Source: an optimization exercise on an open RTL-to-GDS flow (aim: small area, a short achievable clock period and few clock cycles). Production flows keep margins and buffers that such runs may drop. Power is estimated from default activity; no workload was simulated.

## raven
## sw_top
module sw_top (
    input  wire          clk,
    input  wire          rst,
    input  wire          i_valid,
    input  wire [73:0]   i_job,
    input  wire          i_ready,
    output wire          o_ready,
    output wire          o_valid,
    output wire [17:0]   o_result
);
Size in the first run: about 880 flip-flops, about 98 I/O pins, about 0.043 mm² of cells after synthesis.
==> flow/config.mk <==
export PLATFORM = sky130hd
export DESIGN_NAME = sw_top
export DESIGN_NICKNAME = sw_top
export VERILOG_FILES = /design/flow/design.v
export SDC_FILE = /design/flow/constraint.sdc
export NUM_CORES = 4
export LEC_CHECK = 0
export ABC_AREA = 1
export CAP_MARGIN = 20
export CORE_MARGIN = 2
export CORE_UTILIZATION = 70
export PLACE_DENSITY = 0.8
export SLEW_MARGIN = 20
==> flow/constraint.sdc <==
create_clock -name core_clock -period 10.0 [get_ports {clk}]
set_input_delay 2.0000 -clock core_clock [delete_from_list [all_inputs] [get_ports {clk}]]
set_output_delay 2.0000 -clock core_clock [all_outputs]
set_load 0.01 [all_outputs]
standard.sh (not shown) runs the stock make flow with config.mk's settings and CLKGATE_MAP_FILE= SYNTH_SCRIPT=/design/flow/synth_recipe.tcl, a recipe that flattens the netlist after the stock synthesis.
==> flow/flow/run.sh <==
#!/bin/bash
# The standard layout, with the port buffers made from plain buf_2 cells instead of the delay
# buffer that buffer_ports picks on its own. Every make step's output goes to make.log here;
# ORFS keeps each tool's full log under orfs/logs/.
set -euo pipefail
bash standard.sh "BUFFER_PORTS_ARGS=-buffer_cell sky130_fd_sc_hd__buf_2" CTS_CLUSTER_SIZE=24 CTS_CLUSTER_DIAMETER=100 finish > make.log 2>&1
### raven -> sierra
-- flow/design.v --
<<< raven, line 55
    localparam integer WRR = (WR > 0) ? WR : 1;
    function automatic ge5(input [4:0] a, input [4:0] b);
        integer k, j;
        reg r, t;
        begin
            r = 1'b1;
            for (j = 0; j < 5; j = j + 1)
                r = r & (a[j] | ~b[j]);
            for (k = 0; k < 5; k = k + 1) begin
                t = a[k] & ~b[k];
                for (j = k + 1; j < 5; j = j + 1)
                    t = t & (a[j] | ~b[j]);
                r = r | t;
            end
            ge5 = r;
        end
    endfunction
    function automatic [4:0] max3(input [4:0] x, input [4:0] y, input [4:0] z);
        reg xy, xz, yz;
        begin
            xy = ge5(x, y);
            xz = ge5(x, z);
            yz = ge5(y, z);
            max3 = (xy & xz) ? x : (yz ? y : z);
        end
    endfunction
>>> sierra, line 55
    localparam integer WRR = (WR > 0) ? WR : 1;
    function automatic ge5(input [4:0] a, input [4:0] b);
        integer k;
        reg r;
        begin
            r = 1'b1;
            for (k = 0; k < 5; k = k + 1)
                r = (a[k] & ~b[k]) | ((a[k] | ~b[k]) & r);
            ge5 = r;
        end
    endfunction
<<< raven, line 140
    wire [4:0] na   = ge5(da5, e5) ? da5 : e5;
    wire [4:0] ha   = ge5(ma, e5) ? ma : e5;
    wire [4:0] foa  = ge5(na, tab_add(fa5, 6, 0)) ? tab_add(na, -6, 0) : tab_add(fa5, -1, 0);
    wire [4:0] ma6  = tab_add(ma, -6, 0);
    wire [4:0] em1  = tab_add(e5, -1, 0);
    wire [4:0] mb   = ge5(db5, fb5) ? db5 : fb5;
    wire [4:0] hb   = max3(mb, ma6, em1);
    wire [4:0] nb   = max3(db5, ma6, em1);
    wire [4:0] en5  = max3(tab_add(mb, -6, 0), tab_add(ma, -7, 0), tab_add(e5, -2, 0));
    wire [4:0] fob  = ge5(nb, tab_add(fb5, 6, 0)) ? tab_add(nb, -6, 0) : tab_add(fb5, -1, 0);
    always @(posedge clk) begin
>>> sierra, line 125
    wire [4:0] na   = ge5(da5, e5) ? da5 : e5;
    wire [4:0] ha   = ge5(ma, e5) ? ma : e5;
    wire [4:0] eb5  = ge5(ma, tab_add(e5, 6, 0)) ? tab_add(ma, -6, 0) : tab_add(e5, -1, 0);
    wire [4:0] foa  = ge5(na, tab_add(fa5, 6, 0)) ? tab_add(na, -6, 0) : tab_add(fa5, -1, 0);
    wire [4:0] mb   = ge5(db5, fb5) ? db5 : fb5;
    wire [4:0] nb   = ge5(db5, eb5) ? db5 : eb5;
    wire [4:0] hb   = ge5(mb, eb5) ? mb : eb5;
    wire [4:0] en5  = ge5(mb, tab_add(eb5, 6, 0)) ? tab_add(mb, -6, 0) : tab_add(eb5, -1, 0);
    wire [4:0] fob  = ge5(nb, tab_add(fb5, 6, 0)) ? tab_add(nb, -6, 0) : tab_add(fb5, -1, 0);
    always @(posedge clk) begin
<<< raven, line 350
    end
    function automatic gt9(input [8:0] a, input [8:0] b);
        integer k, j;
        reg r, t;
        begin
            r = 1'b0;
            for (k = 0; k < 9; k = k + 1) begin
                t = a[k] & ~b[k];
                for (j = k + 1; j < 9; j = j + 1)
                    t = t & (a[j] | ~b[j]);
                r = r | t;
            end
            gt9 = r;
        end
>>> sierra, line 334
    end
    function automatic gt9(input [8:0] a, input [8:0] b);
        integer k;
        reg r;
        begin
            r = 1'b0;
            for (k = 0; k < 9; k = k + 1)
                r = (a[k] & ~b[k]) | ((a[k] | ~b[k]) & r);
            gt9 = r;
        end
### Flow results
- Both conditions hold for sierra: the flow ran to the end and the final layout passed the timing, DRC and antenna checks.
- Of the two candidates, raven has the worse area of all placed cells without fillers and sierra the better one.
- Comparing sierra and raven, the lower clock share of power is on sierra.
- Largest incremental delay on the critical path: sierra vs raven up 0.28 ns
- Relative to raven, sierra improves die area.
- Taking raven as the reference point, the cell area after placement of sierra falls by 0.0012 mm².
- Across both runs, total wire length after detailed routing was lower for sierra than for raven.
- From raven to sierra the numbers moved as follows: compound-gate portion of the synthesized area now sits lower; number of global-route vias before repair now sits lower; net count of the finished layout now sits lower.
Function was not checked in any run of this note: the RTL went through the layout flow alone.

==> static timing again, ports no longer ideal <==
The flow's constraints put no driver on any port. The routed layouts listed below were extracted and timed again, unchanged, in two steps. Step 1 (the two cells are an assumption about what drives the block):
set clk [get_ports {clk}]
set_driving_cell -lib_cell sky130_fd_sc_hd__clkbuf_16 $clk
set_driving_cell -lib_cell sky130_fd_sc_hd__buf_2 [delete_from_list [all_inputs] $clk]
Step 2 adds t to the input delays and takes it off the output delays; t is the mean of the earliest and latest rising clock arrival at the registers after step 1. Input paths then give back, and output paths get back, about the clock's delay inside the block. a / b / c = ideal / step 1 / step 2; a / b = the first two.
run | t (ns) | slack for setup (ns) | worst setup path after step 2
raven | 0.676 | 6.644 / 6.644 / 6.510 | input to register
sierra | 0.675 | 6.273 / 6.273 / 6.273 | register to register
After both steps every run listed still meets setup and hold. For raven, which loses most, drivers alone change the setup slack by 0.000 ns; drivers and shift together by -0.134 ns.
